Context: an optimization exercise on an open-source flow, tuned for small area. The choices shown serve that exercise and are no tape-out recipe.
RTL that was checked went through simulation tests only; none was proved equivalent to the original.
Only the layout flow was run in run 3; the RTL was not checked for function there.
No activity file was given, so power comes from the tool's default toggle rates.

--- design/flow/config.mk ---
export PLATFORM = sky130hd
export DESIGN_NAME = uxn_host_chip
export DESIGN_NICKNAME = uxn_host_chip
export VERILOG_FILES = /design/flow/design.v
export SDC_FILE = /design/flow/constraint.sdc
export NUM_CORES = 4
export LEC_CHECK = 0
export ABC_AREA = 1
export CAP_MARGIN = 20
export CORE_MARGIN = 2
export CORE_UTILIZATION = 40
export SLEW_MARGIN = 20
--- design/flow/constraint.sdc ---
create_clock -name core_clock -period 10.0 [get_ports {ifclk}]
set_input_delay 2.0000 -clock core_clock [delete_from_list [all_inputs] [get_ports {ifclk}]]
set_output_delay 2.0000 -clock core_clock [all_outputs]
set_load 0.01 [all_outputs]
--- design/flow/design.v ---
`default_nettype none
package host_pkg;
   typedef logic [15:0] term_addr_t;
   typedef logic [31:0] reg_addr_t;
   typedef logic [31:0] reg_data_t;
   typedef logic [15:0] xfer_status_t;
   typedef struct packed {
      term_addr_t term_addr;
      reg_addr_t  reg_addr;
      reg_data_t  reg_datai;
      logic       read_mode;
      logic       read;
      logic       write_mode;
      logic       write;
   } host_req_t;
   typedef struct packed {
      reg_data_t    reg_datao;
      logic         read_rdy;
      logic         write_rdy;
      xfer_status_t transfer_status;
   } host_rsp_t;
   localparam int HOST_REQ_W = 84;
   localparam int HOST_RSP_W = 50;
   localparam term_addr_t TERM_DRAM_BASE  = 16'h0010;
   localparam term_addr_t TERM_DRAM_CTRL  = 16'h0020;
   localparam term_addr_t TERM_DUMMY_FPGA = 16'h0030;
   localparam reg_data_t DUMMY_WORD = 32'hBBAA9988;
   localparam reg_addr_t CTRL_REG_CALIB  = 32'd0;
   localparam reg_addr_t CTRL_REG_ERRORS = 32'd1;
endpackage
`default_nettype wire
`default_nettype none
package mcb_pkg;
   localparam int NUM_PORTS = 4;
   typedef logic [29:0] byte_addr_t;
   typedef logic [5:0]  burst_len_t;
   typedef logic [31:0] mcb_data_t;
   typedef logic [NUM_PORTS-1:0] port_flags_t;
   typedef enum logic [2:0] {
      MCB_WRITE = 3'b000,
      MCB_READ  = 3'b001
   } mcb_instr_t;
   typedef struct packed {
      logic       cmd_en;
      mcb_instr_t cmd_instr;
      burst_len_t cmd_bl;
      byte_addr_t cmd_byte_addr;
      logic       wr_en;
      mcb_data_t  wr_data;
      logic       rd_en;
   } mcb_req_t;
   typedef struct packed {
      logic      cmd_full;
      logic      wr_full;
      logic      rd_empty;
      mcb_data_t rd_data;
      logic      wr_underrun;
      logic      rd_overflow;
   } mcb_rsp_t;
   localparam int MCB_REQ_W = 74;
   localparam int MCB_RSP_W = 37;
endpackage
`default_nettype wire
`default_nettype none
module uxn_host_chip (
   input  wire          ifclk,
   input  wire          rst,
   input  wire [15:0]   term_addr,
   input  wire [31:0]   reg_addr,
   input  wire [31:0]   reg_datai,
   input  wire          read_mode,
   input  wire          read,
   input  wire          write_mode,
   input  wire          write,
   output wire [31:0]   reg_datao,
   output wire          read_rdy,
   output wire          write_rdy,
   output wire [15:0]   transfer_status,
   input  wire          calib_done,
   output wire [3:0]    cmd_en,
   output wire [11:0]   cmd_instr,
   output wire [23:0]   cmd_bl,
   output wire [119:0]  cmd_byte_addr,
   output wire [3:0]    wr_en,
   output wire [127:0]  wr_data,
   output wire [3:0]    rd_en,
   input  wire [3:0]    cmd_full,
   input  wire [3:0]    wr_full,
   input  wire [3:0]    rd_empty,
   input  wire [127:0]  rd_data,
   input  wire [3:0]    wr_underrun,
   input  wire [3:0]    rd_overflow
);
   localparam logic [2:0] S_IDLE  = 3'b000;
   localparam logic [2:0] S_WDATA = 3'b001;
   localparam logic [2:0] S_WCMD  = 3'b011;
   localparam logic [2:0] S_RWAIT = 3'b100;
   localparam logic [2:0] S_RDISC = 3'b110;
   localparam logic [2:0] S_HOLD  = 3'b101;
   wire       is_dram  = (term_addr[15:2] == 14'h0004);
   wire       is_ctrl  = (term_addr == 16'h0020);
   wire       is_dummy = (term_addr == 16'h0030);
   wire [1:0] tp       = term_addr[1:0];
   wire       active   = is_dram & (read_mode | write_mode);
   logic        cnt_v;
   logic [1:0]  cnt_port;
   logic [15:0] word_idx;
   logic [15:0] xfer_cnt;
   wire        same       = is_dram & cnt_v & (cnt_port == tp);
   wire [15:0] word_idx_e = same ? word_idx : 16'd0;
   wire [15:0] xfer_cnt_e = same ? xfer_cnt : 16'd0;
   wire [27:0] cur_addr = reg_addr[27:0] + {12'd0, word_idx_e};
   logic [3:0] wrdy_p;
   logic [3:0] hold_p;
   logic [3:0] acc_p;
   logic [3:0] ird_p;
   logic [3:0] tk_p;
   for (genvar p = 0; p < 4; p++) begin : g_port
      logic [2:0]  st;
      logic [2:0]  st_n;
      logic [27:0] wr_addr;
      logic [31:0] wr_word;
      wire sel  = is_dram & (tp == p);
      wire rm   = sel & read_mode;
      wire wm   = sel & write_mode;
      wire idle  = (st == S_IDLE);
      wire wdata = (st == S_WDATA);
      wire wcmd  = (st == S_WCMD);
      wire rwait = (st == S_RWAIT);
      wire rdisc = (st == S_RDISC);
      wire hold  = (st == S_HOLD);
      wire wrdy  = idle & ~cmd_full[p] & ~wr_full[p];
      wire acc   = sel & write & wrdy;
      wire ird   = idle & rm & ~wm & ~cmd_full[p];
      wire iwr   = wcmd & ~cmd_full[p];
      wire drain = (rwait | rdisc) & ~rd_empty[p];
      always_comb begin
         case (st)
            S_IDLE:  st_n = acc ? S_WDATA : (ird ? S_RWAIT : S_IDLE);
            S_WDATA: st_n = wr_full[p] ? S_WDATA : S_WCMD;
            S_WCMD:  st_n = cmd_full[p] ? S_WCMD : S_IDLE;
            S_RWAIT: st_n = drain ? (rm ? S_HOLD : S_IDLE) : (rm ? S_RWAIT : S_RDISC);
            S_RDISC: st_n = drain ? S_IDLE : S_RDISC;
            S_HOLD:  st_n = (read | ~rm) ? S_IDLE : S_HOLD;
            default: st_n = S_IDLE;
         endcase
      end
      always_ff @(posedge ifclk) begin
         if (rst) st <= S_IDLE;
         else     st <= st_n;
      end
      always_ff @(posedge ifclk) begin
         if (idle) begin
            wr_addr <= cur_addr;
            wr_word <= reg_datai;
         end
      end
      assign wrdy_p[p] = wrdy;
      assign hold_p[p] = hold;
      assign acc_p[p]  = acc;
      assign ird_p[p]  = ird;
      assign tk_p[p]   = hold & sel & read;
      assign cmd_en[p]                 = iwr | ird;
      assign cmd_instr[p*3 +: 3]       = {2'b00, ~wcmd};
      assign cmd_bl[p*6 +: 6]          = 6'd0;
      assign cmd_byte_addr[p*30 +: 30] = {(wcmd ? wr_addr : cur_addr), 2'b00};
      assign wr_en[p]                  = wdata & ~wr_full[p];
      assign wr_data[p*32 +: 32]       = wr_word;
      assign rd_en[p]                  = drain;
   end
   wire sel_hold = is_dram & hold_p[tp];
   wire sel_wrdy = wrdy_p[tp];
   always_ff @(posedge ifclk) begin
      cnt_port <= tp;
      word_idx <= word_idx_e + {15'd0, (|acc_p) | (|ird_p)};
      xfer_cnt <= xfer_cnt_e + {15'd0, (|acc_p) | (|tk_p)};
      if (rst) cnt_v <= 1'b0;
      else     cnt_v <= active;
   end
   logic [31:0] rd_word;
   always_ff @(posedge ifclk) begin
      if (!sel_hold) rd_word <= rd_data[tp*32 +: 32];
   end
   logic       calib_q;
   logic [3:0] underrun_q;
   logic [3:0] overflow_q;
   always_ff @(posedge ifclk) begin
      if (rst) begin
         calib_q    <= 1'b0;
         underrun_q <= 4'd0;
         overflow_q <= 4'd0;
      end else begin
         calib_q    <= calib_done;
         underrun_q <= underrun_q | wr_underrun;
         overflow_q <= overflow_q | rd_overflow;
      end
   end
   logic [31:0] ctrl_data;
   always_comb begin
      case (reg_addr)
         32'd0:   ctrl_data = {31'd0, calib_q};
         32'd1:   ctrl_data = {24'd0, overflow_q, underrun_q};
         default: ctrl_data = 32'd0;
      endcase
   end
   assign reg_datao       = is_dram  ? rd_word :
                            is_dummy ? 32'hBBAA9988 :
                            is_ctrl  ? ctrl_data : 32'd0;
   assign read_rdy        = ~is_dram | sel_hold;
   assign write_rdy       = ~is_dram | sel_wrdy;
   assign transfer_status = xfer_cnt_e;
endmodule
`default_nettype wire
--- design/flow/run.sh ---
#!/bin/bash
# synth_recipe.tcl (not shown) runs the flow's synth.tcl, then flattens the netlist and writes it again
# the make line also repeats each setting of config.mk as NAME=value (left out here)
make -C /OpenROAD-flow-scripts/flow DESIGN_CONFIG=/design/flow/config.mk WORK_HOME=/design/flow/orfs CLKGATE_MAP_FILE= SYNTH_SCRIPT=/design/flow/synth_recipe.tcl finish
==> metrics.md, run 1 <==
| Metric | Value |
|---|---|
| Pwr/cell area | 144 nW/um2 |
| Crit path capture type | output pin |
| CP startpoint kind | input pin |
| Critical path depth | 22 |
| Critical path's slowest cell | clkdlybuf4s50_1 |
| R2R Setup Slk | ~6.0 ns |
| Register share of total power | between 40% and 50% |
| Die H | 202 um |
| Hold Crit Class | register to register |
| DIE WIDTH | 202 um |
| Kind of critical path | input pin to output pin |
| Clock network fraction of total power | 41.2% |
| Hold-fix buffers, CTS | 0 |
| Slew Limit Fails | 0 |
| Sw Pwr | ~0.74 mW |
| Synth Warn # | 1 |
| Cell Area, Synth | 15,700 um2 |
| Cts repair resizes | 0 |
| Ys flop type | edfxtp_1 |
| Post-synthesis average cell area | between 9 and 10 um2 |
| Max Freq | about 0.12 GHz |
| IO buf count | 540 |
| Gp weighted congestion | 0.907 |
| CP Max Fanout | 32 |
| Leak | 9.75 nW |
| Worst r2r src | cnt_port[0]$_DFF_P_ |
| Count leader, synth | nand2_1 |
| Setup slack at placement | 1.51 ns |
| Antenna viol nets, final | 0 |
| Synth top cells by count | nand2_1 (506), edfxtp_1 (272), inv_1 (200), nor2_1 (150), nand3_1 (105) |
| Share of layout cells above drive strength 1 | ~6.1% |
| Total instance count after detailed placement | about 2,700 |
| Pint | between 2 and 3 mW |
| Status | finished clean |
| DRT iter0 DRCs | roughly 740 |
| Nets@finish | 2,477 |
| Asr flop ratio synth | 0% |
| RSZ-0062 raised after global routing | no |
| Grt ovf | 0 |
| Max-Cap Viols | 0 |
| Switching Share | between 20% and 30% |
| Synth-to-Final Area Change | 44.8% |
| Peak supply drop | between 0.0001 and 0.00015 V |
| Post-synthesis cell count | between 1,500 and 2,000 |
| Comb pwr share | 11.0% |
| R2R cell count | 18 |
| EDFF count, synth | between 200 and 300 |
| Die area | between 40,000 and 50,000 um2 |
| WL per Instance | between 20 and 25 um |
| GRT Overall Usage | roughly 28% |
| Top delay family on crit path | simple AND/OR/NAND/NOR gates |
| Buffer and inverter count on the worst path | 4 |
| Final hold violation count | 0 |
| Worst Max-Slew Pin Slew | about 1.1 ns |
| Layer with the highest usage | met2 |
| Vias in the first global route | around 14,000 |
| Overall Power | 3.28 mW |
| Required @ worst endpoint | 8.00 ns |
| Starting Density | about two fifths |
| Setup TNS | 0 ns |
| CTS max path bufs | 3 |
| Critical Path Source | term_addr[0] |
| Initial antenna violation count | 4 |
| Top Ports | roughly 580 |
| Yosys reg bits | 328 |
| First-pass GRT wire length | ~85 mm |
| Layout Skew | about 0.02 ns |
| Fillers | around 3,400 |
| CP cell instances | clkdlybuf4s50_1, inv_2, nand2_1, nand3_1, nor2_4, nand2_4, nor2_1, ha_1, inv_1, fa_1, o21ai_0, nand2_1, nand2_1, nand2_1, nand2_1, nand3_1, nand2_2, nand2_1, nand4_1, nand3_1, nand2_1, clkdlybuf4s50_1 |
| Sequential fraction of the synthesis area | roughly 59% |
| Row cnt | 72 |
| Final Setup Violations | 0 |
| Synth area leader | edfxtp_1 |
| Insertion delay to the later sink of the worst-skew pair | between 0.5 and 0.6 ns |
| Most used cell, CP | nand2_1 |
| Post-synth top area share | 52.0% |
| Total number of vias | 13,652 |
| Top cells by area, synth | edfxtp_1 (52%), nand2_1 (12%), dfxtp_1 (7.1%) |
| Met3 usage | 6.71% |
| Crit path arrival time | approximately 6.5 ns |
| Vias per cell | between 4 and 5 |
| Slew HR | about a quarter |
| Reg-to-Reg End | g_port[1].wr_addr[12]$_DFFE_PP_ |
| GRT met1 Usage | about 33% |
| Final std cells w/o fill | 2,782 |
| Routed WL | between 50 and 60 mm |
| Post-layout minimum cycle time | about 8.5 ns |
| Sinks on Clock Net | 328 |
| Post-CTS Setup Inserts | 0 |
| Clock H-tree levels | 2 |
| Floorplan core area | slightly below 40,000 um2 |
| Final period utilization | a little over four fifths |
| CP Capture Point | cmd_byte_addr[80] |
| TritonCTS buffer count | 39 |
| Synth unique cells | 52 |
| Largest stage delay, worst path | 0.63 ns |
| Post-DP HPWL | around 43 mm |
| PnR worst setup slack | roughly 1.5 ns |
| CTS tree | yes |
| Root buffer cell | clkbuf_16 |
| Pre-antenna DRT Iters | 5 |
| Met2 Use GR | between 40 and 50% |
| DRC violations left | 0 |
| Reg clk slew, reported paths | 0.05 ns |
| Largest net degree at the start of global routing | approximately 60 |
-- power groups by stage --
stage | logic [mW] | clock network, mW | registers [mW]
after floorplan | 0.109 | 0 | 1.61
after global placement | 0.360 | 0 | 1.59
after detailed placement | 0.362 | 0 | 1.59
after CTS | 0.364 | 1.37 | 1.57
after global routing | 0.386 | 1.43 | 1.57
final | 0.361 | 1.35 | 1.57
-- layer usage --
metal  part of all wire (%)  vias up
met4                    2.8        2
met3                    7.3       84
met5                  0.023        -
met1                     39     6471
li1                       -     6606
met2                     51      489
-- flip-flops by register name, summed over array words and instances (netlist names) --
signal and flops:
g_port.st 12, g_port.wr_addr 112, xfer_cnt 16, g_port.wr_word 128, rd_word 32, calib_q 1
cnt_v 1, word_idx 16, underrun_q 4, overflow_q 4, cnt_port 2
-- through the flow --
| step | util, % | hold WS (ns) | area [um2] |
|---|---|---|---|
| 2_1_floorplan | - | 0.438 | 15800 |
| 3_3_place_gp | 55.6 | 0.453 | 21500 |
| 3_5_place_dp | 55.6 | 0.468 | 21500 |
| 4_1_cts | 58.8 | 0.480 | 22700 |
| 5_1_grt | 58.8 | 0.502 | 22700 |
| 6_report | 58.8 | 0.477 | 22700 |
-- worst min path at each step --
stage | start | to | cells after the start
finish | underrun_q[3]$_SDFF_PP0_ | underrun_q[3]$_SDFF_PP0_ | 2
global placement | underrun_q[2]$_SDFF_PP0_ | underrun_q[2]$_SDFF_PP0_ | 2
CTS | underrun_q[1]$_SDFF_PP0_ | underrun_q[1]$_SDFF_PP0_ | 2
floorplan | overflow_q[3]$_SDFF_PP0_ | overflow_q[3]$_SDFF_PP0_ | 2
global route | overflow_q[1]$_SDFF_PP0_ | overflow_q[1]$_SDFF_PP0_ | 2
detailed placement | underrun_q[1]$_SDFF_PP0_ | underrun_q[1]$_SDFF_PP0_ | 2
-- area by class of cell --
cell class / count / area [um2] / area share [%]
Clock inverter: 15 / 114 / 0.501
Inverter: 214 / 808 / 3.56
Clock buffer: 57 / 1110 / 4.87
Antenna cell: 4 / 10.0 / 0.0440
Timing Repair Buffer: 554 / 5520 / 24.3
Multi-Input combinational cell: 1092 / 5240 / 23.0
Sequential cell: 328 / 9290 / 40.9
Tap cell: 518 / 648 / 2.85
-- worst min-delay path, cell delays in order (launching register included) --
cell     delay (ns)
dfxtp_1        0.33
nor2_1         0.05
nor2_1         0.06
-- cell families after synthesis --
group | after synthesis | share of synthesized area, %
other | 1 | 0.0239
AO/OA/AOI/OAI | 139 | 5.70
adder cells (fa/ha/maj) | 13 | 1.08
flip-flops | 328 | 59.2
XOR/XNOR | 23 | 1.52
AND/OR/NAND/NOR | 877 | 24.0
buffers and inverters | 303 | 8.51
-- cell usage in the layout, fill, tap and decap left out, types with 4 or more instances in the layout --
master,synthesis,layout
a21oi_1,12,12
a22oi_1,54,54
a32o_1,5,5
and2_1,9,9
buf_4,44,13
clkbuf_1,35,14
clkbuf_16,0,41
clkdlybuf4s50_1,0,540
clkinv_1,1,5
clkinv_2,0,7
conb_1,1,40
dfxtp_1,56,56
diode_2,0,4
edfxtp_1,272,272
ha_1,12,12
inv_1,200,196
inv_2,12,16
nand2_1,506,505
nand2_2,9,10
nand3_1,105,105
nand3_2,5,5
nand4_1,25,25
nor2_1,150,146
nor2_2,13,17
nor3_1,31,29
nor4_1,11,11
o21ai_0,50,50
o21ai_1,6,6
xnor2_1,12,12
xor2_1,6,6
==> inputs of run 2 (changes only) <==
--- a/design/flow/design.v
+++ b/design/flow/design.v
@@ -109,7 +109,44 @@
    wire        same       = is_dram & cnt_v & (cnt_port == tp);
    wire [15:0] word_idx_e = same ? word_idx : 16'd0;
    wire [15:0] xfer_cnt_e = same ? xfer_cnt : 16'd0;
-   wire [27:0] cur_addr = reg_addr[27:0] + {12'd0, word_idx_e};
+   logic [27:0]  cur_addr;
+   logic [27:16] all1;
+   logic [7:0]   s_h0;
+   logic [7:0]   s_h1;
+   wire          c8;
+   wire          c_h0;
+   wire          c_h1;
+   wire          c16;
+   uxn_add8 add_lo (
+      .a  (reg_addr[7:0]),
+      .b  (word_idx_e[7:0]),
+      .ci (1'b0),
+      .s  (cur_addr[7:0]),
+      .co (c8)
+   );
+   uxn_add8 add_h0 (
+      .a  (reg_addr[15:8]),
+      .b  (word_idx_e[15:8]),
+      .ci (1'b0),
+      .s  (s_h0),
+      .co (c_h0)
+   );
+   uxn_add8 add_h1 (
+      .a  (reg_addr[15:8]),
+      .b  (word_idx_e[15:8]),
+      .ci (1'b1),
+      .s  (s_h1),
+      .co (c_h1)
+   );
+   assign cur_addr[15:8] = c8 ? s_h1 : s_h0;
+   assign c16            = c8 ? c_h1 : c_h0;
+   assign all1[16] = 1'b1;
+   for (genvar i = 17; i < 28; i++) begin : g_all1
+      assign all1[i] = all1[i-1] & reg_addr[i-1];
+   end
+   for (genvar i = 16; i < 28; i++) begin : g_ainc
+      assign cur_addr[i] = reg_addr[i] ^ (c16 & all1[i]);
+   end
    logic [3:0] wrdy_p;
    logic [3:0] hold_p;
    logic [3:0] acc_p;
@@ -118,7 +155,7 @@
    for (genvar p = 0; p < 4; p++) begin : g_port
       logic [2:0]  st;
       logic [2:0]  st_n;
-      logic [27:0] wr_addr;
+      logic [27:0] wr_addr_n;    
       logic [31:0] wr_word;
       wire sel  = is_dram & (tp == p);
       wire rm   = sel & read_mode;
@@ -151,7 +188,7 @@
       end
       always_ff @(posedge ifclk) begin
          if (idle) begin
-            wr_addr <= cur_addr;
+            wr_addr_n <= ~cur_addr;
             wr_word <= reg_datai;
          end
       end
@@ -163,17 +200,29 @@
       assign cmd_en[p]                 = iwr | ird;
       assign cmd_instr[p*3 +: 3]       = {2'b00, ~wcmd};
       assign cmd_bl[p*6 +: 6]          = 6'd0;
-      assign cmd_byte_addr[p*30 +: 30] = {(wcmd ? wr_addr : cur_addr), 2'b00};
+      assign cmd_byte_addr[p*30 +: 30] = {(wcmd ? ~wr_addr_n : cur_addr), 2'b00};
       assign wr_en[p]                  = wdata & ~wr_full[p];
       assign wr_data[p*32 +: 32]       = wr_word;
       assign rd_en[p]                  = drain;
    end
    wire sel_hold = is_dram & hold_p[tp];
    wire sel_wrdy = wrdy_p[tp];
+   wire [16:0] wi_c;
+   wire [16:0] xc_c;
+   wire [15:0] word_idx_n;
+   wire [15:0] xfer_cnt_n;
+   assign wi_c[0] = (|acc_p) | (|ird_p);
+   assign xc_c[0] = (|acc_p) | (|tk_p);
+   for (genvar i = 0; i < 16; i++) begin : g_inc
+      assign word_idx_n[i] = word_idx_e[i] ^ wi_c[i];
+      assign wi_c[i+1]     = word_idx_e[i] & wi_c[i];
+      assign xfer_cnt_n[i] = xfer_cnt_e[i] ^ xc_c[i];
+      assign xc_c[i+1]     = xfer_cnt_e[i] & xc_c[i];
+   end
    always_ff @(posedge ifclk) begin
       cnt_port <= tp;
-      word_idx <= word_idx_e + {15'd0, (|acc_p) | (|ird_p)};
-      xfer_cnt <= xfer_cnt_e + {15'd0, (|acc_p) | (|tk_p)};
+      word_idx <= word_idx_n;
+      xfer_cnt <= xfer_cnt_n;
       if (rst) cnt_v <= 1'b0;
       else     cnt_v <= active;
    end
@@ -210,4 +259,19 @@
    assign write_rdy       = ~is_dram | sel_wrdy;
    assign transfer_status = xfer_cnt_e;
 endmodule
+module uxn_add8 (
+   input  wire [7:0] a,
+   input  wire [7:0] b,
+   input  wire       ci,
+   output wire [7:0] s,
+   output wire       co
+);
+   wire [8:0] c;
+   assign c[0] = ci;
+   for (genvar i = 0; i < 8; i++) begin : g_bit
+      assign s[i]   = a[i] ^ b[i] ^ c[i];
+      assign c[i+1] = (a[i] & b[i]) | (c[i] & (a[i] ^ b[i]));
+   end
+   assign co = c[8];
+endmodule
 `default_nettype wire
==> design/flow/flow/run.sh (new file) <==
#!/bin/bash
# Standard ORFS layout, with the smallest buffer on the ports.
set -euo pipefail
export BUFFER_PORTS_ARGS="-buffer_cell sky130_fd_sc_hd__buf_1"
bash standard.sh synth > synth.log 2>&1
bash standard.sh > layout.log 2>&1
==> design/flow/standard.sh (new file) <==
#!/bin/bash
# synth_recipe.tcl (not shown) runs the flow's synth.tcl, then flattens the netlist and writes it again
# the make line also repeats each setting of config.mk as NAME=value (left out here)
make -C /OpenROAD-flow-scripts/flow DESIGN_CONFIG=/design/flow/config.mk WORK_HOME=/design/flow/orfs CLKGATE_MAP_FILE= SYNTH_SCRIPT=/design/flow/synth_recipe.tcl "${@:-finish}"
--- a/design/flow/config.mk
+++ b/design/flow/config.mk
@@ -5,8 +5,13 @@
 export SDC_FILE = /design/flow/constraint.sdc
 export NUM_CORES = 4
 export LEC_CHECK = 0
-export ABC_AREA = 1
+export ABC_AREA = 0
 export CAP_MARGIN = 20
 export CORE_MARGIN = 2
 export CORE_UTILIZATION = 40
+export CTS_BUF_LIST = sky130_fd_sc_hd__clkbuf_16
+export CTS_CLUSTER_DIAMETER = 100
+export CTS_CLUSTER_SIZE = 30
 export SLEW_MARGIN = 20
+export SYNTH_HIERARCHICAL = 1
+export SYNTH_MINIMUM_KEEP_SIZE = 0
removed: design/flow/run.sh
==> metrics.md, run 2 <==
| Metric | Value |
|---|---|
| Post-layout minimum cycle time | about 9.5 ns |
| R2R cell count | 20 |
| Met1 WL | about 19 mm |
| Regs by FF count | g_port.wr_word (128), g_port.wr_addr_n (112), rd_word (32) |
| IO buf count | 540 |
| Top cells by area, synth | edfxtp_1 (56%), dfxtp_1 (7.6%), mux4_2 (4.9%) |
| Starting Density | about two fifths |
| CP Max Fanout | 9 |
| Most frequent cells in the layout | buf_1 (538), edfxtp_1 (272), nor2_1 (97), nand2_1 (96), a21oi_1 (76) |
| Sinks on Clock Net | around 330 |
| Antenna viol nets, final | 0 |
| CTS tree | yes |
| Total number of vias | around 11,000 |
| Fillers | ~3,400 |
| Most common cell after layout, fill and taps aside | buf_1 |
| Root buffer cell | clkbuf_16 |
| GRT Overall Usage | 24.3% |
| Crit path arrival time | roughly 7.5 ns |
| Grt ovf | 0 |
| Status | finished clean |
| Routed WL | a little under 50 mm |
| EDFF count, synth | roughly 270 |
| Clock H-tree levels | 1 |
| Max Freq | roughly 0.11 GHz |
| Reg clk slew, reported paths | approximately 0.11 ns |
| Top Metal Used | met5 |
| Critical Path Source | term_addr[4] |
| Post-synthesis average cell area | 13.1 um2 |
| Pre-antenna DRT Iters | 5 |
| Row cnt | 70 |
| First-pass GRT wire length | 68.2 mm |
| Synth area leader | edfxtp_1 |
| Crit path capture type | output pin |
| Hold-fix buffers, CTS | 0 |
| Gp weighted congestion | ~0.86 |
| Cell Area, Synth | 14,700 um2 |
| Final period utilization | about 95% |
| Hold Crit Class | register to register |
| Floorplan core area | 36,400 um2 |
| Asr flop ratio synth | 0% |
| Share of layout cells above drive strength 1 | 6.77% |
| Hold_sp | underrun_q[3]$_SDFF_PP0_ |
| Insertion delay to the later sink of the worst-skew pair | 0.54 ns |
| Post-synthesis cell count | approximately 1,100 |
| Final Setup Violations | 0 |
| DIE WIDTH | roughly 200 um |
| DRT iter0 DRCs | between 800 and 900 |
| Vias per cell | slightly above 5 |
| Die H | about 200 um |
| Setup TNS | 0 ns |
| Top Ports | just under 600 |
| Overall Power | about 2.6 mW |
| Leak | about 6.9 nW |
| Post-DP HPWL | approximately 37 mm |
| Slew HR | between 30% and 40% |
| Ys flop type | edfxtp_1 |
| DRC violations left | 0 |
| WL per Instance | approximately 23 um |
| Yosys reg bits | roughly 330 |
| Synth unique cells | between 60 and 70 |
| RSZ-0062 raised after global routing | no |
| CTS max path bufs | 3 |
| Kind of critical path | input pin to output pin |
| Worst r2r src | cnt_port[0]$_DFF_P_ |
| Required @ worst endpoint | approximately 8.0 ns |
| Initial antenna violation count | 4 |
| Die area | about 38,000 um2 |
| Worst Max-Slew Pin Slew | roughly 1.0 ns |
| Hold path depth | 2 |
| Synth top cells by count | edfxtp_1 (272), nor2_1 (101), nand2_1 (96), a21oi_1 (76), inv_1 (65) |
| Synth Warn # | 7 |
| CP startpoint kind | input pin |
| Biggest register | g_port.wr_word |
| DR WL met2 | between 20 and 25 mm |
| Sequential fraction of the synthesis area | a little over three fifths |
| Max reg flops | 128 |
| TritonCTS buffer count | 16 |
| Nets@finish | a little under 2,000 |
| Vias in the first global route | 10,404 |
| Pwr/cell area | around 150 nW/um2 |
| Peak supply drop | about 0.00019 V |
| Layout Skew | between 0.04 and 0.05 ns |
| Max-Cap Viols | 0 |
| Slew Limit Fails | 0 |
| Post-synth top area share | ~56% |
| Count leader, synth | edfxtp_1 |
| Largest net degree at the start of global routing | 64 |
| Met3 wire length | about 4.6 mm |
| Final hold violation count | 0 |
| Synth-to-Final Area Change | 19.9% |
-- run 2: cell count changes in the layout (fill, tap and decap cells not counted), sizes merged, moves of 22 or more --
cell,delta
inv,-138
mux4,+32
fa,+23
a21oi,+63
nor2,-66
clkdlybuf4s50,-540
nand2,-420
nor3,-22
clkbuf,-39
nand3,-90
a22oi,-54
buf,+544
and2,+34
-- run 2: cell families (layout without fill, tap and decap cells) --
family,Yosys count,count (layout),share of synthesized area [%]
adders and majority gates,55,55,5.90
buffers and inverters,163,657,5.50
AOI/OAI and AO/OA,158,158,5.98
and+or+nand+nor,341,341,11.7
DFF,328,328,63.1
muxes,58,58,6.82
other,2,46,0.0510
xor gates and xnor gates,15,15,0.944
-- run 2: power by group --
part	internal, mW	switching, mW	leakage, nW
registers	1.55	0.0217	3.34
logic	0.0925	0.176	3.25
clock network	0.316	0.459	0.271
-- run 2: what timing repair did --
action / in CTS / in global routing
hold endpoints to repair: 0 / 0
gates resized for setup: 0 / 2
endpoints found under the setup margin: 0 / 5
buffers inserted: 0 / 0
-- run 2: layout make-up --
| cell class | instances | area (um2) | share of cell area (%) |
|---|---|---|---|
| Tap cell | 468 | 586 | 3.32 |
| Timing Repair Buffer | 560 | 2190 | 12.4 |
| Clock inverter | 12 | 109 | 0.617 |
| Clock buffer | 16 | 400 | 2.27 |
| Inverter | 69 | 260 | 1.47 |
| Antenna cell | 3 | 7.51 | 0.0425 |
| Multi-Input combinational cell | 670 | 4810 | 27.2 |
| Sequential cell | 328 | 9290 | 52.6 |
-- run 2: per-stage QoR --
| step | utilization [%] | hold slack, ns | cells | cell area [um2] | worst slack, ns |
|---|---|---|---|---|---|
| 2_1_floorplan | - | 0.438 | 1161 | 14900 | 1.14 |
| 3_3_place_gp | 46.9 | 0.452 | 2094 | 17100 | 0.504 |
| 3_5_place_dp | 47.0 | 0.463 | 2095 | 17100 | 0.216 |
| 4_1_cts | 48.4 | 0.490 | 2123 | 17600 | 0.236 |
| 5_1_grt | 48.4 | 0.508 | 2125 | 17600 | 0.0948 |
| 6_report | 48.4 | 0.481 | 2126 | 17600 | 0.495 |
-- run 2: per-module statistics from Yosys, one instance, submodules excluded --
module / area (um2) / cells / copies in the design
uxn_host_chip: 14100 / 1066 / 1
uxn_add8: 198 / 18 / 3
-- run 2: worst paths after layout --
check	end	slack [ns]
worst max register to register	g_port[1].wr_addr_n[27]$_DFFE_PN_	4.39
worst max-delay path	cmd_byte_addr[89]	0.49
worst min register to register	underrun_q[3]$_SDFF_PP0_	0.48
worst min-delay path	underrun_q[3]$_SDFF_PP0_	0.48
-- run 2: worst max-delay path, stage by stage --
cell and delay, ns:
buf_1 0.16, nor2b_1 0.20, nand4_1 0.14, nor2_2 0.07
and2_1 0.20, fa_1 0.41, fa_1 0.39, fa_1 0.40
fa_1 0.42, fa_1 0.37, inv_1 0.08, fa_1 0.17
inv_1 0.05, fa_1 0.36, inv_1 0.08, fa_1 0.16
inv_1 0.20, mux2i_4 0.35, nor4_4 0.38, nand2_1 0.11
xor2_1 0.50, mux2i_1 0.15, buf_1 0.16
-- run 2: routing by layer --
layer  GRT usage (%)  vias up
li1                -     4974
met1            30.9     5352
met2            39.2      520
met3            7.13       75
met4            9.51        4
met5               0        -
==> inputs of run 3 (changes only) <==
--- a/design/flow/design.v
+++ b/design/flow/design.v
@@ -92,11 +92,11 @@
    input  wire [3:0]    rd_overflow
 );
    localparam logic [2:0] S_IDLE  = 3'b000;
-   localparam logic [2:0] S_WDATA = 3'b001;
+   localparam logic [2:0] S_WDATA = 3'b111;
    localparam logic [2:0] S_WCMD  = 3'b011;
-   localparam logic [2:0] S_RWAIT = 3'b100;
-   localparam logic [2:0] S_RDISC = 3'b110;
-   localparam logic [2:0] S_HOLD  = 3'b101;
+   localparam logic [2:0] S_RWAIT = 3'b101;
+   localparam logic [2:0] S_RDISC = 3'b100;
+   localparam logic [2:0] S_HOLD  = 3'b001;
    wire       is_dram  = (term_addr[15:2] == 14'h0004);
    wire       is_ctrl  = (term_addr == 16'h0020);
    wire       is_dummy = (term_addr == 16'h0030);
@@ -140,10 +140,10 @@
    );
    assign cur_addr[15:8] = c8 ? s_h1 : s_h0;
    assign c16            = c8 ? c_h1 : c_h0;
-   assign all1[16] = 1'b1;
-   for (genvar i = 17; i < 28; i++) begin : g_all1
-      assign all1[i] = all1[i-1] & reg_addr[i-1];
-   end
+   uxn_ones12 ones_hi (
+      .a   (reg_addr[26:16]),
+      .all (all1)
+   );
    for (genvar i = 16; i < 28; i++) begin : g_ainc
       assign cur_addr[i] = reg_addr[i] ^ (c16 & all1[i]);
    end
@@ -259,6 +259,15 @@
    assign write_rdy       = ~is_dram | sel_wrdy;
    assign transfer_status = xfer_cnt_e;
 endmodule
+module uxn_ones12 (
+   input  wire [26:16] a,
+   output wire [27:16] all
+);
+   assign all[16] = 1'b1;
+   for (genvar i = 17; i < 28; i++) begin : g_all
+      assign all[i] = all[i-1] & a[i-1];
+   end
+endmodule
 module uxn_add8 (
    input  wire [7:0] a,
    input  wire [7:0] b,
==> design/flow/flow/run.sh (replaced) <==
#!/bin/bash
# ORFS layout as standard.sh runs it, with two changes:
#  - the ports get the smallest buffer (buf_1) instead of the default choice;
#  - ABC's area script is replaced by flow/abc_area.script (a choice-based
#    area mapper). Registers are mapped before ABC runs, so they stay exactly
#    those of the standard synthesis.
set -euo pipefail
here=$(pwd)
rm -rf "$here/scripts_x"
cp -r "$FLOW_HOME/scripts" "$here/scripts_x"
cp "$here/flow/abc_area.script" "$here/scripts_x/abc_area.script"
export SCRIPTS_DIR="$here/scripts_x"
export BUFFER_PORTS_ARGS="-buffer_cell sky130_fd_sc_hd__buf_1"
bash standard.sh synth > synth.log 2>&1
bash standard.sh > layout.log 2>&1
==> design/flow/flow/abc_area.script (new file) <==
strash
balance
rewrite
refactor
balance
rewrite -z
rewrite -z
balance
refactor -z
rewrite -z
balance
dch -f
amap
topo
--- a/design/flow/config.mk
+++ b/design/flow/config.mk
@@ -5,7 +5,7 @@
 export SDC_FILE = /design/flow/constraint.sdc
 export NUM_CORES = 4
 export LEC_CHECK = 0
-export ABC_AREA = 0
+export ABC_AREA = 1
 export CAP_MARGIN = 20
 export CORE_MARGIN = 2
 export CORE_UTILIZATION = 40
==> metrics.md, run 3 <==
| Metric | Value |
|---|---|
| Asr flop ratio synth | 0% |
| Peak supply drop | 0.000107 V |
| Status | finished clean |
| Buffer and inverter count on the worst path | 9 |
| Reg-to-Reg End | g_port[0].wr_addr_n[17]$_DFFE_PN_ |
| Synth Area in Adders | under 10% |
| R2R cell count | 21 |
| Post-DP HPWL | 31.7 mm |
| TritonCTS buffer count | 15 |
| IO buf count | 540 |
| Final Setup Violations | 0 |
| Largest family of logic cells by synthesized area | compound AO/OA/AOI/OAI gates |
| Post-synthesis average cell area | around 14 um2 |
| Pre-antenna DRT Iters | 4 |
| Post-synth top area share | roughly three fifths |
| Largest stage delay, worst path | 0.43 ns |
| Setup TNS | 0 ns |
| Compound-Gate Fraction of Synth Area | between 10% and 20% |
| Critical Path Source | term_addr[0] |
| Vias per cell | ~5.2 |
| Crit path arrival time | 7.44 ns |
| Clock H-tree levels | 1 |
| Xor and xnor fraction of the mapped netlist area | 0% |
| Biggest register | g_port.wr_word |
| Initial antenna violation count | 3 |
| Required @ worst endpoint | 8.00 ns |
| First-pass GRT wire length | between 60 and 70 mm |
| Slew HR | a little under a third |
| Cts repair resizes | 0 |
| Largest net degree at the start of global routing | 62 |
| Final hold violation count | 0 |
| Crit path capture type | output pin |
| Share of layout cells above drive strength 1 | ~3.6% |
| Die H | 188 um |
| Hold path depth | 2 |
| DRC violations left | 0 |
| Worst hold slack | between 0.4 and 0.5 ns |
| WL per Instance | 21.5 um |
| RSZ-0062 raised after global routing | no |
| Synth unique cells | 35 |
| Top cells by area, synth | edfxtp_1 (60%), o22ai_1 (8.6%), dfxtp_1 (8.2%) |
| Most common cell after layout, fill and taps aside | buf_1 |
| Pint | 1.92 mW |
| Vias in the first global route | 10,239 |
| Most used cell, CP | fa_1 |
| DRT iter0 DRCs | between 500 and 600 |
| Worst Max-Slew Pin Slew | between 1 and 1.5 ns |
| Hold-fix buffers, CTS | 0 |
| Max Freq | roughly 0.11 GHz |
| Floorplan core area | between 30,000 and 40,000 um2 |
| Hold EP | overflow_q[0]$_SDFF_PP0_ |
| R2R Setup Slk | roughly 4.6 ns |
| GRT Overall Usage | 23.7% |
| Pwr/cell area | roughly 150 nW/um2 |
| Fillers | approximately 3,100 |
| Synth Warn # | 7 |
| Post-layout minimum cycle time | ~9.4 ns |
| Ys flop type | edfxtp_1 |
| Worst r2r src | cnt_port[1]$_DFF_P_ |
| Comb pwr share | under 10% |
| Post-synthesis cell count | ~990 |
| Routed WL | 43.7 mm |
| Switching Share | 23.6% |
| Slew Limit Fails | 0 |
| Insertion delay to the later sink of the worst-skew pair | between 0.5 and 0.6 ns |
| Starting Density | between 40% and 50% |
| Grt ovf | 0 |
| Die area | 35,500 um2 |
| Synth Area in Simple Gates | under 10% |
| DIE WIDTH | between 150 and 200 um |
| Max-Cap Viols | 0 |
| Gp weighted congestion | 0.876 |
| Antenna viol nets, final | 0 |
| EDFF count, synth | ~270 |
| Sequential fraction of the synthesis area | 68.3% |
| CP startpoint kind | input pin |
| Row cnt | 67 |
| Overall Power | about 2.5 mW |
| Root buffer cell | clkbuf_16 |
| Clock network fraction of total power | between 20 and 30% |
| Hold_sp | overflow_q[0]$_SDFF_PP0_ |
| Cell Area, Synth | 13,600 um2 |
| Register share of total power | between 60% and 70% |
| Regs by FF count | g_port.wr_word (128), g_port.wr_addr_n (112), rd_word (32) |
| CTS max path bufs | 3 |
| Register area | approximately 9300 um2 |
| Post-synthesis mux area share | 0% |
| Sinks on Clock Net | around 330 |
| Post-CTS Setup Inserts | 0 |
| Top delay family on crit path | adder cells |
| Most frequent cells in the layout | buf_1 (540), edfxtp_1 (272), o22ai_1 (186), nor2_1 (73), clkinv_1 (65) |
| Count leader, synth | edfxtp_1 |
| Kind of critical path | input pin to output pin |
| Synth area leader | edfxtp_1 |
| Yosys reg bits | 328 |
| Layout Skew | approximately 0.025 ns |
| Total number of vias | about 10,000 |
| Final period utilization | 94.4% |
| CTS tree | yes |
| Critical path's slowest cell | fa_1 |
| Leak | slightly below 6 nW |
| Synth top cells by count | edfxtp_1 (272), o22ai_1 (186), nor2_1 (75), clkinv_1 (63), dfxtp_1 (56) |
| Reg clk slew, reported paths | approximately 0.090 ns |
| Nets@finish | about 1,900 |
| CP Max Fanout | 12 |
| Sw Pwr | between 0.5 and 0.6 mW |
| Synth-to-Final Area Change | 22.9% |
| Area of the multi-input gates | just under 4000 um2 |
| Max reg flops | between 100 and 150 |
| Hold Crit Class | register to register |
| Top Ports | 581 |
[run 3: cell types whose count changed in the layout (fill, tap and decap cells not counted), moves of 11 or more]
cell and change:
o22ai_1 +183, a21oi_1 -68, inv_1 -64, clkinv_1 +62, nand2_1 -61, nor2b_1 +45, and2_1 -43, o21ai_0 -39
mux4_2 -32, nor2_1 -24, mux2i_1 -17, nand3_1 -15, a21o_1 +14, nand2b_1 -11
[run 3: layer usage]
layer	part of all wire [%]	up-vias	track usage, %	wire length, um
met3	7.0	59	4.00	3060
met2	54	468	44.9	23500
met5	0	-	0	0
li1	-	4861	-	-
met1	36	5107	26.9	15800
met4	3.0	0	7.87	1300
[run 3: tightest hold or removal path: stages (launching register included)]
cell and delay, ns:
dfxtp_1 0.34, nor2_1 0.05, nor2_1 0.06
[run 3: stage by stage]
step                cells  setup slack, ns  utilization, %  area (um2)
floorplan            1033           0.0997               -       13800
CTS                  2024            0.148            49.7       16700
finish               2027            0.557            49.8       16700
global route         2027          0.00329            49.8       16700
global placement     1999            0.328            48.4       16200
detailed placement   1999            0.172            48.4       16200
[run 3: worst max-delay path by stage]
stage / slack [ns] / cells after the start / end
floorplan: 0.1 / 21 / cmd_byte_addr[108]
global placement: 0.33 / 25 / cmd_byte_addr[56]
detailed placement: 0.17 / 25 / cmd_byte_addr[116]
CTS: 0.15 / 25 / cmd_byte_addr[116]
global route: 0.003 / 26 / cmd_byte_addr[110]
finish: 0.56 / 26 / cmd_byte_addr[110]
[run 3: layout make-up]
cell class	count	area share, %
diodes	3	0.0450
clock buffers	15	2.25
clock inverters	10	0.375
inverters	63	1.42
multi-input cells	596	23.7
flip-flops and latches	328	55.6
well taps	448	3.36
repair buffers	564	13.2
[run 3: power by group through the flow]
stage	Sequential [mW]	Clock (mW)	Combinational [mW]
after floorplan	1.62	0	0.106
after global placement	1.61	0	0.230
after detailed placement	1.61	0	0.234
after CTS	1.58	0.724	0.234
after global routing	1.58	0.766	0.256
final	1.58	0.700	0.233
[run 3: kinds of logic after synthesis]
family                     count (synthesis)
DFF                                      328
and+or+nand+nor                          241
buffers and inverters                    109
adders and majority gates                 54
other                                      3
AOI/OAI and AO/OA                        257
[run 3: per-module statistics from Yosys (local to each module, per instance)]
module | flops+latches | cell area, um2
uxn_host_chip | 328 | 12900
uxn_ones12 | 0 | 81.3
uxn_add8 | 0 | 198
==> inputs of run 4 (changes only) <==
--- a/design/flow/design.v
+++ b/design/flow/design.v
@@ -117,24 +117,21 @@
    wire          c_h0;
    wire          c_h1;
    wire          c16;
-   uxn_add8 add_lo (
+   uxn_add8 #(.CI(1'b0)) add_lo (
       .a  (reg_addr[7:0]),
       .b  (word_idx_e[7:0]),
-      .ci (1'b0),
       .s  (cur_addr[7:0]),
       .co (c8)
    );
-   uxn_add8 add_h0 (
+   uxn_add8 #(.CI(1'b0)) add_h0 (
       .a  (reg_addr[15:8]),
       .b  (word_idx_e[15:8]),
-      .ci (1'b0),
       .s  (s_h0),
       .co (c_h0)
    );
-   uxn_add8 add_h1 (
+   uxn_add8 #(.CI(1'b1)) add_h1 (
       .a  (reg_addr[15:8]),
       .b  (word_idx_e[15:8]),
-      .ci (1'b1),
       .s  (s_h1),
       .co (c_h1)
    );
@@ -268,15 +265,16 @@
       assign all[i] = all[i-1] & a[i-1];
    end
 endmodule
-module uxn_add8 (
+module uxn_add8 #(
+   parameter logic CI = 1'b0
+) (
    input  wire [7:0] a,
    input  wire [7:0] b,
-   input  wire       ci,
    output wire [7:0] s,
    output wire       co
 );
    wire [8:0] c;
-   assign c[0] = ci;
+   assign c[0] = CI;
    for (genvar i = 0; i < 8; i++) begin : g_bit
       assign s[i]   = a[i] ^ b[i] ^ c[i];
       assign c[i+1] = (a[i] & b[i]) | (c[i] & (a[i] ^ b[i]));
==> metrics.md, run 4 <==
| Metric | Value |
|---|---|
| Status | finished clean |
| Asr flop ratio synth | 0% |
| Hold-fix buffers, CTS | 0 |
| Antenna viol nets, final | 0 |
| Yosys reg bits | roughly 330 |
| Die area | approximately 35,000 um2 |
| Vias in the first global route | about 10,000 |
| Cell Area, Synth | approximately 14,000 um2 |
| Layout Skew | 0.0148 ns |
| Share of layout cells above drive strength 1 | under 10% |
| Final period utilization | 95.6% |
| Synth area leader | edfxtp_1 |
| R2R cell count | 22 |
| TritonCTS buffer count | 15 |
| RSZ-0062 raised after global routing | no |
| Ys flop type | edfxtp_1 |
| DRT iter0 DRCs | approximately 610 |
| Starting Density | 40.5% |
| Total number of vias | 10,544 |
| Cts repair resizes | 0 |
| Peak supply drop | ~0.00012 V |
| CP Max Fanout | 12 |
| Reg clk slew, reported paths | around 0.11 ns |
| Placed cell area | ~16,000 um2 |
| Required @ worst endpoint | around 8 ns |
| Max reg flops | about 130 |
| CP startpoint kind | input pin |
| Regs by FF count | g_port.wr_word (128), g_port.wr_addr_n (112), rd_word (32) |
| WL per Instance | 21.2 um |
| Nets@finish | between 1,500 and 2,000 |
| CTS tree | yes |
| Root buffer cell | clkbuf_16 |
| Gp weighted congestion | 0.854 |
| Pre-antenna DRT Iters | 4 |
| Slew HR | between 30 and 40% |
| Vias per cell | 5.19 |
| Synth-to-Final Area Change | 22.8% |
| Sinks on Clock Net | approximately 330 |
| Biggest register | g_port.wr_word |
| Top Ports | slightly below 600 |
| Top cells by area, synth | edfxtp_1 (60%), o22ai_1 (8.7%), dfxtp_1 (8.3%) |
| DIE WIDTH | 188 um |
| Critical Path Source | term_addr[0] |
| Max-Cap Viols | 0 |
| Leak | 5.91 nW |
| CP Capture Point | cmd_byte_addr[85] |
| Initial antenna violation count | 5 |
| DRC violations left | 0 |
| Most common cell after layout, fill and taps aside | buf_1 |
| Finished Cell Area | approximately 17,000 um2 |
| Hold Crit Class | register to register |
| Count leader, synth | edfxtp_1 |
| Crit path arrival time | 7.56 ns |
| Synth Warn # | 7 |
| IO buf count | 540 |
| Setup TNS | 0 ns |
| Post-synthesis cell count | approximately 1,000 |
| Sequential fraction of the synthesis area | 68.4% |
| Insertion delay to the later sink of the worst-skew pair | around 0.50 ns |
| Crit path capture type | output pin |
| Row cnt | between 60 and 70 |
| CTS max path bufs | 3 |
| First-pass GRT wire length | between 60 and 70 mm |
| Synth top cells by count | edfxtp_1 (272), o22ai_1 (189), nor2_1 (80), clkinv_1 (68), dfxtp_1 (56) |
| Hold_sp | overflow_q[2]$_SDFF_PP0_ |
| Post-synth top area share | about three fifths |
| Post-DP HPWL | between 30 and 40 mm |
| Worst r2r src | g_port[1].st[2]$_SDFF_PP0_ |
| Post-layout minimum cycle time | 9.56 ns |
| Die H | roughly 190 um |
| EDFF count, synth | ~270 |
| GRT Overall Usage | roughly 23% |
| Final hold violation count | 0 |
| Worst Max-Slew Pin Slew | 1.03 ns |
| Final Setup Violations | 0 |
| Largest net degree at the start of global routing | between 60 and 70 |
| R2R Setup Slk | roughly 4.3 ns |
| Post-synthesis average cell area | 13.6 um2 |
| Routed WL | 43.1 mm |
| Most frequent cells in the layout | buf_1 (540), edfxtp_1 (272), o22ai_1 (189), nor2_1 (77), clkinv_1 (69) |
| Pwr/cell area | around 150 nW/um2 |
| Synth unique cells | 35 |
| Clock H-tree levels | 1 |
| Reg-to-Reg End | xfer_cnt[15]$_DFF_P_ |
| Kind of critical path | input pin to output pin |
| Floorplan core area | 33,500 um2 |
| Grt ovf | 0 |
| Max Freq | roughly 0.10 GHz |
| Slew Limit Fails | 0 |
| Post-CTS Setup Inserts | 0 |
## run 4: critical path, stage by stage
cell	delay, ns
buf_1	0.18
clkinv_1	0.28
nor2_1	0.17
a221oi_1	0.07
o2111ai_2	0.12
buf_4	0.23
nor2b_1	0.10
clkinv_1	0.05
ha_1	0.13
clkinv_1	0.07
fa_1	0.39
fa_1	0.39
fa_1	0.42
fa_1	0.38
clkinv_1	0.07
fa_1	0.17
clkinv_1	0.08
fa_1	0.37
clkinv_1	0.07
fa_1	0.17
clkinv_1	0.06
o22ai_1	0.16
buf_4	0.22
nor2b_1	0.07
o21ai_0	0.80
o22ai_1	0.15
buf_1	0.17
## run 4: cell families after synthesis
| logic type | after synthesis | share of synthesized area [%] |
|---|---|---|
| flip-flops | 328 | 68.4 |
| AO/OA/AOI/OAI | 258 | 12.1 |
| AND/OR/NAND/NOR | 242 | 8.95 |
| buffers and inverters | 114 | 4.42 |
| adder cells (fa/ha/maj) | 54 | 6.13 |
| other | 2 | 0.0553 |
## run 4: per-stage QoR
step / std cells / utilization (%) / hold WS [ns] / setup WS, ns / total power, mW
2_1_floorplan: 1037 / - / 0.438 / 0.168 / 1.70
5_1_grt: 2031 / 49.8 / 0.527 / 0.0240 / 2.59
4_1_cts: 2027 / 49.7 / 0.492 / 0.284 / 2.52
3_3_place_gp: 2002 / 48.4 / 0.451 / 0.492 / 1.80
3_5_place_dp: 2002 / 48.4 / 0.465 / 0.326 / 1.81
6_report: 2032 / 49.8 / 0.487 / 0.441 / 2.50
## run 4: report_power, final
| group | leakage [nW] | switching, mW | internal (mW) |
|---|---|---|---|
| logic | 2.36 | 0.138 | 0.0724 |
| clock network | 0.236 | 0.420 | 0.310 |
| registers | 3.32 | 0.0192 | 1.54 |
| total | 5.91 | 0.577 | 1.93 |
## run 4: layout make-up
cell class                 instances  area [um2]
sequential                       328        9290
clock buffer                      15         375
clock inverter                    10        85.1
inverter                          68         255
antenna                            5        12.5
tap                              448         561
timing repair buffer             563        2200
multi-input combinational        595        3920
fill                            3090       16800
## run 4: worst min-delay path by stage
stage / endpoint / slack [ns] / cells past startpoint
finish: overflow_q[2]$_SDFF_PP0_ / 0.49 / 2
global route: underrun_q[2]$_SDFF_PP0_ / 0.53 / 2
CTS: overflow_q[2]$_SDFF_PP0_ / 0.49 / 2
detailed placement: overflow_q[2]$_SDFF_PP0_ / 0.47 / 2
global placement: underrun_q[2]$_SDFF_PP0_ / 0.45 / 2
floorplan: underrun_q[0]$_SDFF_PP0_ / 0.44 / 2
## run 4: Yosys stat by module, one instance, submodules excluded, excerpt
module,area [um2],cells inside,times used,flip-flops and latches
uxn_host_chip,12900,927,1,328
uxn_ones12,81.3,13,1,0
## run 4: layer usage
layer | share of wire, % | wire length, um | up-vias | track usage (%)
li1 | - | - | 4890 | -
met1 | 36 | 15500 | 5112 | 25.8
met2 | 54 | 23300 | 483 | 44.0
met3 | 6.9 | 2960 | 59 | 4.15
met4 | 3.1 | 1350 | 0 | 7.84
met5 | 0 | 0 | - | 0
==> inputs of run 5 (changes only) <==
--- a/design/flow/flow/run.sh
+++ b/design/flow/flow/run.sh
@@ -11,5 +11,6 @@
 cp "$here/flow/abc_area.script" "$here/scripts_x/abc_area.script"
 export SCRIPTS_DIR="$here/scripts_x"
 export BUFFER_PORTS_ARGS="-buffer_cell sky130_fd_sc_hd__buf_1"
+export RECOVER_POWER=100
 bash standard.sh synth > synth.log 2>&1
 bash standard.sh > layout.log 2>&1
==> design/flow/flow/abc_area.script (replaced) <==
strash
&get -n
&syn2
&synch2
&put
dch -f
amap
topo
--- a/design/flow/config.mk
+++ b/design/flow/config.mk
@@ -6,12 +6,12 @@
 export NUM_CORES = 4
 export LEC_CHECK = 0
 export ABC_AREA = 1
-export CAP_MARGIN = 20
+export CAP_MARGIN = 0
 export CORE_MARGIN = 2
 export CORE_UTILIZATION = 40
 export CTS_BUF_LIST = sky130_fd_sc_hd__clkbuf_16
 export CTS_CLUSTER_DIAMETER = 100
 export CTS_CLUSTER_SIZE = 30
-export SLEW_MARGIN = 20
+export SLEW_MARGIN = 0
 export SYNTH_HIERARCHICAL = 1
 export SYNTH_MINIMUM_KEEP_SIZE = 0
==> metrics.md, run 5 <==
| Metric | Value |
|---|---|
| Slew Limit Fails | around 380 |
| Pre-antenna DRT Iters | 5 |
| IO buf count | 540 |
| Post-synth top area share | around three fifths |
| Synth unique cells | 33 |
| Final Setup Violations | 0 |
| Yosys reg bits | roughly 330 |
| Final cell utilization of the core | approximately half |
| CP startpoint kind | input pin |
| Die H | about 190 um |
| Worst Max-Slew Pin Slew | about 4 ns |
| Biggest register | g_port.wr_word |
| Max Freq | between 0.1 and 0.15 GHz |
| Total number of vias | 10,641 |
| RSZ-0062 raised after global routing | no |
| Regs by FF count | g_port.wr_word (128), g_port.wr_addr_n (112), rd_word (32) |
| DIE WIDTH | 188 um |
| Fail Reasons | capacitance limit, slew limit |
| Vias in the first global route | 10,247 |
| CP Max Fanout | 12 |
| First-pass GRT wire length | between 60 and 70 mm |
| Leak | a little under 6 nW |
| Ys flop type | edfxtp_1 |
| Critical path's slowest cell | o21ai_0 |
| Die area | 35,500 um2 |
| Worst hold slack | around 0.48 ns |
| Slew HR | -174% |
| Fillers | 3,089 |
| Pwr/cell area | roughly 150 nW/um2 |
| Post-synthesis cell count | about 1,000 |
| CTS max path bufs | 3 |
| Most frequent cells in the layout | buf_1 (528), edfxtp_1 (272), o22ai_1 (188), nor2_1 (85), clkinv_1 (79) |
| Final period utilization | 94.7% |
| CP cell instances | clkbuf_1, clkinv_1, nor2_1, a211oi_1, nand3_1, nor2b_1, ha_1, fa_1, fa_1, fa_1, fa_1, clkinv_1, fa_1, clkinv_1, fa_1, clkinv_1, fa_1, clkinv_1, o22ai_1, buf_4, nor2b_1, o21ai_0, o22ai_1, buf_1 |
| GRT Overall Usage | 24.2% |
| Kind of critical path | input pin to output pin |
| Nets@finish | 1,871 |
| Overall Power | about 2.5 mW |
| Final hold violation count | 0 |
| Synth-to-Final Area Change | 22.0% |
| Reg clk slew, reported paths | around 0.11 ns |
| Insertion delay to the later sink of the worst-skew pair | approximately 0.5 ns |
| Starting Density | roughly two fifths |
| EDFF count, synth | ~270 |
| DRT iter0 DRCs | 588 |
| Grt ovf | 0 |
| Most common cell after layout, fill and taps aside | buf_1 |
| Cell Area, Synth | roughly 14,000 um2 |
| Sequential fraction of the synthesis area | 68.3% |
| Synth top cells by count | edfxtp_1 (272), o22ai_1 (188), nor2_1 (87), clkinv_1 (79), nor2b_1 (62) |
| Post-synthesis average cell area | between 10 and 15 um2 |
| Buffer and inverter count on the worst path | 8 |
| Largest stage delay, worst path | around 0.6 ns |
| Post-CTS Setup Inserts | 0 |
| Row cnt | 67 |
| Layout Skew | ~0.024 ns |
| Most used cell, CP | fa_1 |
| WL per Instance | 21.8 um |
| DRC violations left | 0 |
| Vias per cell | around 5.2 |
| Required @ worst endpoint | 8.00 ns |
| Max-Cap Viols | 9 |
| Status | complete, but fails checks |
| Sinks on Clock Net | 328 |
| Crit path arrival time | 7.47 ns |
| Hold Crit Class | register to register |
| Max reg flops | 128 |
| Top Ports | about 580 |
| Peak supply drop | about 0.00010 V |
| Gp weighted congestion | roughly 0.95 |
| Synth Warn # | 7 |
| Antenna viol nets, final | 0 |
| Largest net degree at the start of global routing | between 60 and 70 |
| Setup TNS | 0 ns |
| Initial antenna violation count | 5 |
| Asr flop ratio synth | 0% |
| Post-layout minimum cycle time | about 9.5 ns |
| CTS tree | yes |
| Count leader, synth | edfxtp_1 |
| Top delay family on crit path | adder cells |
| Top cells by area, synth | edfxtp_1 (60%), o22ai_1 (8.7%), dfxtp_1 (8.2%) |
| Synth area leader | edfxtp_1 |
| Post-DP HPWL | around 33 mm |
| TritonCTS buffer count | 15 |
| Floorplan core area | roughly 34,000 um2 |
| Routed WL | 44.4 mm |
| Share of layout cells above drive strength 1 | 2.01% |
| Root buffer cell | clkbuf_16 |
| Clock H-tree levels | 1 |
| Crit path capture type | output pin |
==> run 5: cell count changes after synthesis, moves of 4 or more <==
| cell | before | now |
|---|---|---|
| nor2b_1 | 55 | 62 |
| clkinv_1 | 68 | 79 |
| o22a_1 | 0 | 5 |
| a31oi_1 | 0 | 4 |
| and3_1 | 8 | 2 |
| o21a_1 | 9 | 5 |
| a211oi_1 | 0 | 4 |
| nor2_1 | 80 | 87 |
| a32oi_1 | 0 | 4 |
| or3_1 | 10 | 3 |
| a22o_1 | 5 | 0 |
==> run 5: worst paths after layout <==
check                              from  slack, ns  cells after the start                  endpoint
max                        term_addr[0]       0.53                     24         cmd_byte_addr[57]
min            underrun_q[1]$_SDFF_PP0_       0.48                      2  underrun_q[1]$_SDFF_PP0_
max reg2reg  g_port[0].st[2]$_SDFF_PP0_       3.83                     25      xfer_cnt[15]$_DFF_P_
min reg2reg    underrun_q[1]$_SDFF_PP0_       0.48                      2  underrun_q[1]$_SDFF_PP0_
==> run 5: metrics by stage <==
step / area [um2] / cells / setup WS, ns
after detailed placement: 16200 / 2013 / 0.307
after global routing: 16600 / 2040 / 0.00545
after floorplan: 13700 / 1046 / 0.00751
after CTS: 16600 / 2037 / 0.285
final: 16600 / 2041 / 0.531
after global placement: 16200 / 2013 / 0.484
==> run 5: Yosys stat by module (local to each module, per instance), excerpt <==
module         cells  flops+latches  times used  cell area [um2]
uxn_ones12        20              0           1             97.6
uxn_host_chip    929            328           1            12900
==> run 5: tightest hold or removal path, cell delays in order, from the launching register on <==
cell and delay, ns:
dfxtp_1 0.34, nor2_1 0.05, nor2_1 0.06
==> run 5: power by group <==
part           switching [mW]  internal (mW)  leakage, nW
logic                   0.142         0.0732         2.28
registers              0.0185           1.54         3.32
clock network           0.417          0.284        0.228
total                   0.577           1.90         5.83
==> run 5: kinds of logic (layout without fill, tap and decap cells) <==
logic type	count (synthesis)	in the layout	synth area share, %
AO/OA/AOI/OAI	260	260	12.2
adder cells (fa/ha/maj)	54	54	6.13
buffers and inverters	125	668	4.72
flip-flops	328	328	68.3
other	2	45	0.0552
AND/OR/NAND/NOR	238	238	8.59
==> run 5: metal layers <==
metal	track usage, %	wire length [um]	vias to the layer above
met3	4.97	3320	72
met4	8.80	1570	2
li1	-	-	4909
met1	27.2	16000	5155
met5	0	13	-
met2	45.1	23500	503
==> run 5: what timing repair did <==
item | CTS | global route
setup endpoints to repair | 0 | 13
resized for setup | 0 | 4
hold buffers | 0 | 0
==> run 5: final cells by class <==
cell class / instances / area [um2] / share of cell area [%]
diodes: 4 / 10.0 / 0.0604
clock buffers: 15 / 375 / 2.26
clock inverters: 9 / 57.6 / 0.347
inverters: 79 / 297 / 1.79
multi-input cells: 593 / 3840 / 23.1
flip-flops and latches: 328 / 9290 / 56.0
well taps: 448 / 561 / 3.38
repair buffers: 565 / 2160 / 13.0
==> inputs of run 6 (changes only) <==
--- a/design/flow/design.v
+++ b/design/flow/design.v
@@ -249,9 +249,9 @@
          default: ctrl_data = 32'd0;
       endcase
    end
-   assign reg_datao       = is_dram  ? rd_word :
-                            is_dummy ? 32'hBBAA9988 :
-                            is_ctrl  ? ctrl_data : 32'd0;
+   assign reg_datao       = ({32{is_dram}}  & rd_word)       |
+                            ({32{is_dummy}} & 32'hBBAA9988) |
+                            ({32{is_ctrl}}  & ctrl_data);
    assign read_rdy        = ~is_dram | sel_hold;
    assign write_rdy       = ~is_dram | sel_wrdy;
    assign transfer_status = xfer_cnt_e;
--- a/design/flow/flow/run.sh
+++ b/design/flow/flow/run.sh
@@ -11,6 +11,5 @@
 cp "$here/flow/abc_area.script" "$here/scripts_x/abc_area.script"
 export SCRIPTS_DIR="$here/scripts_x"
 export BUFFER_PORTS_ARGS="-buffer_cell sky130_fd_sc_hd__buf_1"
-export RECOVER_POWER=100
 bash standard.sh synth > synth.log 2>&1
 bash standard.sh > layout.log 2>&1
--- a/design/flow/config.mk
+++ b/design/flow/config.mk
@@ -6,12 +6,12 @@
 export NUM_CORES = 4
 export LEC_CHECK = 0
 export ABC_AREA = 1
-export CAP_MARGIN = 0
+export CAP_MARGIN = 20
 export CORE_MARGIN = 2
 export CORE_UTILIZATION = 40
 export CTS_BUF_LIST = sky130_fd_sc_hd__clkbuf_16
 export CTS_CLUSTER_DIAMETER = 100
 export CTS_CLUSTER_SIZE = 30
-export SLEW_MARGIN = 0
+export SLEW_MARGIN = 20
 export SYNTH_HIERARCHICAL = 1
 export SYNTH_MINIMUM_KEEP_SIZE = 0
==> metrics.md, run 6 <==
| Metric | Value |
|---|---|
| Status | finished clean |
| Biggest register | g_port.wr_word |
| Starting Density | around 40% |
| Final period utilization | around 95% |
| Ys flop type | edfxtp_1 |
| Most used cell, CP | fa_1 |
| Top Ports | slightly below 600 |
| Sequential fraction of the synthesis area | 68.7% |
| Antenna viol nets, final | 0 |
| Top cells by area, synth | edfxtp_1 (60%), o22ai_1 (8.6%), dfxtp_1 (8.3%) |
| Met3 wire length | approximately 3.8 mm |
| Root buffer cell | clkbuf_16 |
| Overall Power | between 2 and 2.5 mW |
| Nets@finish | between 1,500 and 2,000 |
| DR WL met2 | roughly 23 mm |
| Post-CTS Setup Inserts | 0 |
| Insertion delay to the later sink of the worst-skew pair | approximately 0.52 ns |
| TritonCTS buffer count | 15 |
| Worst Max-Slew Pin Slew | between 1 and 1.5 ns |
| Worst hold slack | 0.484 ns |
| Pre-antenna DRT Iters | 5 |
| Regs by FF count | g_port.wr_word (128), g_port.wr_addr_n (112), rd_word (32) |
| Leak | about 5.9 nW |
| Floorplan core area | between 30,000 and 40,000 um2 |
| Sinks on Clock Net | roughly 330 |
| Crit path capture type | output pin |
| Count leader, synth | edfxtp_1 |
| Most frequent cells in the layout | buf_1 (540), edfxtp_1 (272), o22ai_1 (186), nor2_1 (82), clkinv_1 (74) |
| Total number of vias | ~11,000 |
| CP startpoint kind | input pin |
| Reg clk slew, reported paths | between 0.1 and 0.15 ns |
| First-pass GRT wire length | between 60 and 70 mm |
| Cell Area, Synth | roughly 14,000 um2 |
| Hold-fix buffers, CTS | 0 |
| Max-Cap Viols | 0 |
| Initial antenna violation count | 4 |
| Buffer and inverter count on the worst path | 9 |
| DIE WIDTH | between 150 and 200 um |
| Pwr/cell area | 150 nW/um2 |
| Post-layout minimum cycle time | approximately 9.5 ns |
| Most common cell after layout, fill and taps aside | buf_1 |
| Top delay family on crit path | adder cells |
| Peak supply drop | around 0.0001 V |
| Kind of critical path | input pin to output pin |
| Clock H-tree levels | 1 |
| Max Freq | about 0.11 GHz |
| EDFF count, synth | ~270 |
| Synth unique cells | 33 |
| Final hold violation count | 0 |
| Final Setup Violations | 0 |
| CP Max Fanout | 29 |
| Post-synth top area share | ~60% |
| Die area | 35,300 um2 |
| Share of layout cells above drive strength 1 | under 10% |
| Hold Crit Class | register to register |
| Yosys reg bits | 328 |
| Critical path's slowest cell | o21ai_0 |
| Largest stage delay, worst path | between 0.7 and 0.8 ns |
| GRT Overall Usage | between 20% and 30% |
| Gp weighted congestion | 0.875 |
| IO buf count | 540 |
| Die H | between 150 and 200 um |
| Largest net degree at the start of global routing | 63 |
| Final cell utilization of the core | 49.6% |
| Fillers | between 3,000 and 4,000 |
| Post-DP HPWL | 33.4 mm |
| Synth top cells by count | edfxtp_1 (272), o22ai_1 (186), nor2_1 (84), clkinv_1 (75), nor2b_1 (62) |
| Crit path arrival time | approximately 7.5 ns |
| Grt ovf | 0 |
| Cts repair resizes | 0 |
| Post-synthesis cell count | between 900 and 1,000 |
| Setup TNS | 0 ns |
| Synth Warn # | 7 |
| Routed WL | roughly 46 mm |
| Top Metal Used | met5 |
| Synth area leader | edfxtp_1 |
| Asr flop ratio synth | 0% |
| Finished Cell Area | between 15,000 and 20,000 um2 |
| RSZ-0062 raised after global routing | no |
| Required @ worst endpoint | 8.00 ns |
| DRT iter0 DRCs | 684 |
| Slew HR | between 30% and 40% |
| WL per Instance | between 20 and 25 um |
| Post-synthesis average cell area | between 10 and 15 um2 |
| Layout Skew | about 0.022 ns |
| Met1 WL | approximately 17 mm |
| CTS tree | yes |
| Placed cell area | ~16,000 um2 |
| Synth-to-Final Area Change | 22.7% |
| DRC violations left | 0 |
| CTS max path bufs | 3 |
| Vias per cell | between 5 and 6 |
| Row cnt | 67 |
| Vias in the first global route | just over 10,000 |
| Max reg flops | about 130 |
| Slew Limit Fails | 0 |
[run 6: area by class of cell]
class                           instances  area, um2  share of cell area, %
Timing Repair Buffer                  563       2200                   13.2
Clock inverter                         11       78.8                  0.475
Clock buffer                           15        375                   2.26
Multi-Input combinational cell        586       3810                   23.0
Antenna cell                            3       7.51                 0.0452
Inverter                               75        282                   1.70
Sequential cell                       328       9290                   55.9
Tap cell                              448        561                   3.38
[run 6: cells by family after synthesis]
group | after synthesis | share of synthesized area (%)
fa+ha+maj | 54 | 6.16
simple gates | 232 | 8.36
buf+inv | 121 | 4.63
other cells | 2 | 0.0555
compound gates | 259 | 12.1
flops | 328 | 68.7
[run 6: worst reg2reg max path, cell delays in order (launching register included)]
cell,delay (ns)
dfxtp_1,0.36
nor2_1,0.05
a21oi_1,0.14
a211oi_1,0.07
nand3_2,0.14
buf_4,0.32
nor2b_1,0.15
ha_1,0.22
fa_1,0.38
fa_1,0.41
fa_1,0.41
fa_1,0.38
clkinv_1,0.07
fa_1,0.16
clkinv_1,0.08
fa_1,0.37
clkinv_1,0.07
fa_1,0.17
clkinv_1,0.06
o22ai_1,0.16
buf_4,0.24
nor2b_1,0.09
o21ai_0,0.77
[run 6: worst paths after layout]
path | start | endpoint | slack, ns | depth (start not counted)
setup reg to reg | cnt_port[1]$_DFF_P_ | g_port[0].wr_addr_n[26]$_DFFE_PN_ | 4.42 | 22
hold reg to reg | underrun_q[2]$_SDFF_PP0_ | underrun_q[2]$_SDFF_PP0_ | 0.48 | 2
setup / recovery | term_addr[0] | cmd_byte_addr[58] | 0.54 | 25
hold / removal | underrun_q[2]$_SDFF_PP0_ | underrun_q[2]$_SDFF_PP0_ | 0.48 | 2
[run 6: stage by stage]
stage,cells,setup WS (ns)
final,2029,0.543
after global routing,2028,0.0260
after CTS,2026,0.332
after detailed placement,2000,0.336
after global placement,2000,0.582
after floorplan,1035,0.269
[run 6: where the power goes]
group	leakage, nW	switching, mW	internal (mW)
clock	0.247	0.423	0.288
combinational	2.30	0.145	0.0731
sequential	3.32	0.0195	1.54
total	5.87	0.588	1.91
[run 6: per-layer routing]
layer / vias up / track usage, %
met1: 5227 / 31.3
met3: 72 / 5.35
met2: 559 / 43.5
li1: 4873 / -
met5: - / 0
met4: 2 / 7.93
[run 6: modules after synthesis (local to each module, per instance), excerpt]
module | flops+latches | area [um2] | cells
uxn_host_chip | 328 | 12800 | 918
uxn_ones12 | 0 | 97.6 | 20

port drivers added, routing unchanged:
How much do the figures lean on ideal ports? The routed layouts below were timed once more, with nothing changed but the port constraints.
Step 1 assumes that a clkbuf_16 drives the clock port and a buf_2 every other input.
Step 2 moves the port delays by t, midway between the first and last clock arrival at a register: inputs arrive t later, outputs are due t later. That takes back most of the time a late clock gives input paths.
a / b / c = no drivers / after step 1 / after step 2; a / b = the first two.
run	shift t [ns]	setup WS [ns]	worst setup path at the end	latest minus earliest clock arrival (ns)
run 1	0.589	1.525 / 1.422 / 1.422	input to output	0.021 / 0.020
run 2	0.579	0.495 / 0.470 / 0.470	input to output	0.042 / 0.042
run 3	0.550	0.557 / 0.506 / 0.506	input to output	0.028 / 0.027
run 4	0.551	0.441 / 0.375 / 0.375	input to output	0.019 / 0.020
run 5	0.554	0.531 / 0.493 / 0.493	input to output	0.024 / 0.025
run 6	0.562	0.543 / 0.514 / 0.514	input to output	0.022 / 0.022
For run 1, which loses most, drivers alone change the setup slack by -0.103 ns; drivers and shift together by -0.103 ns.
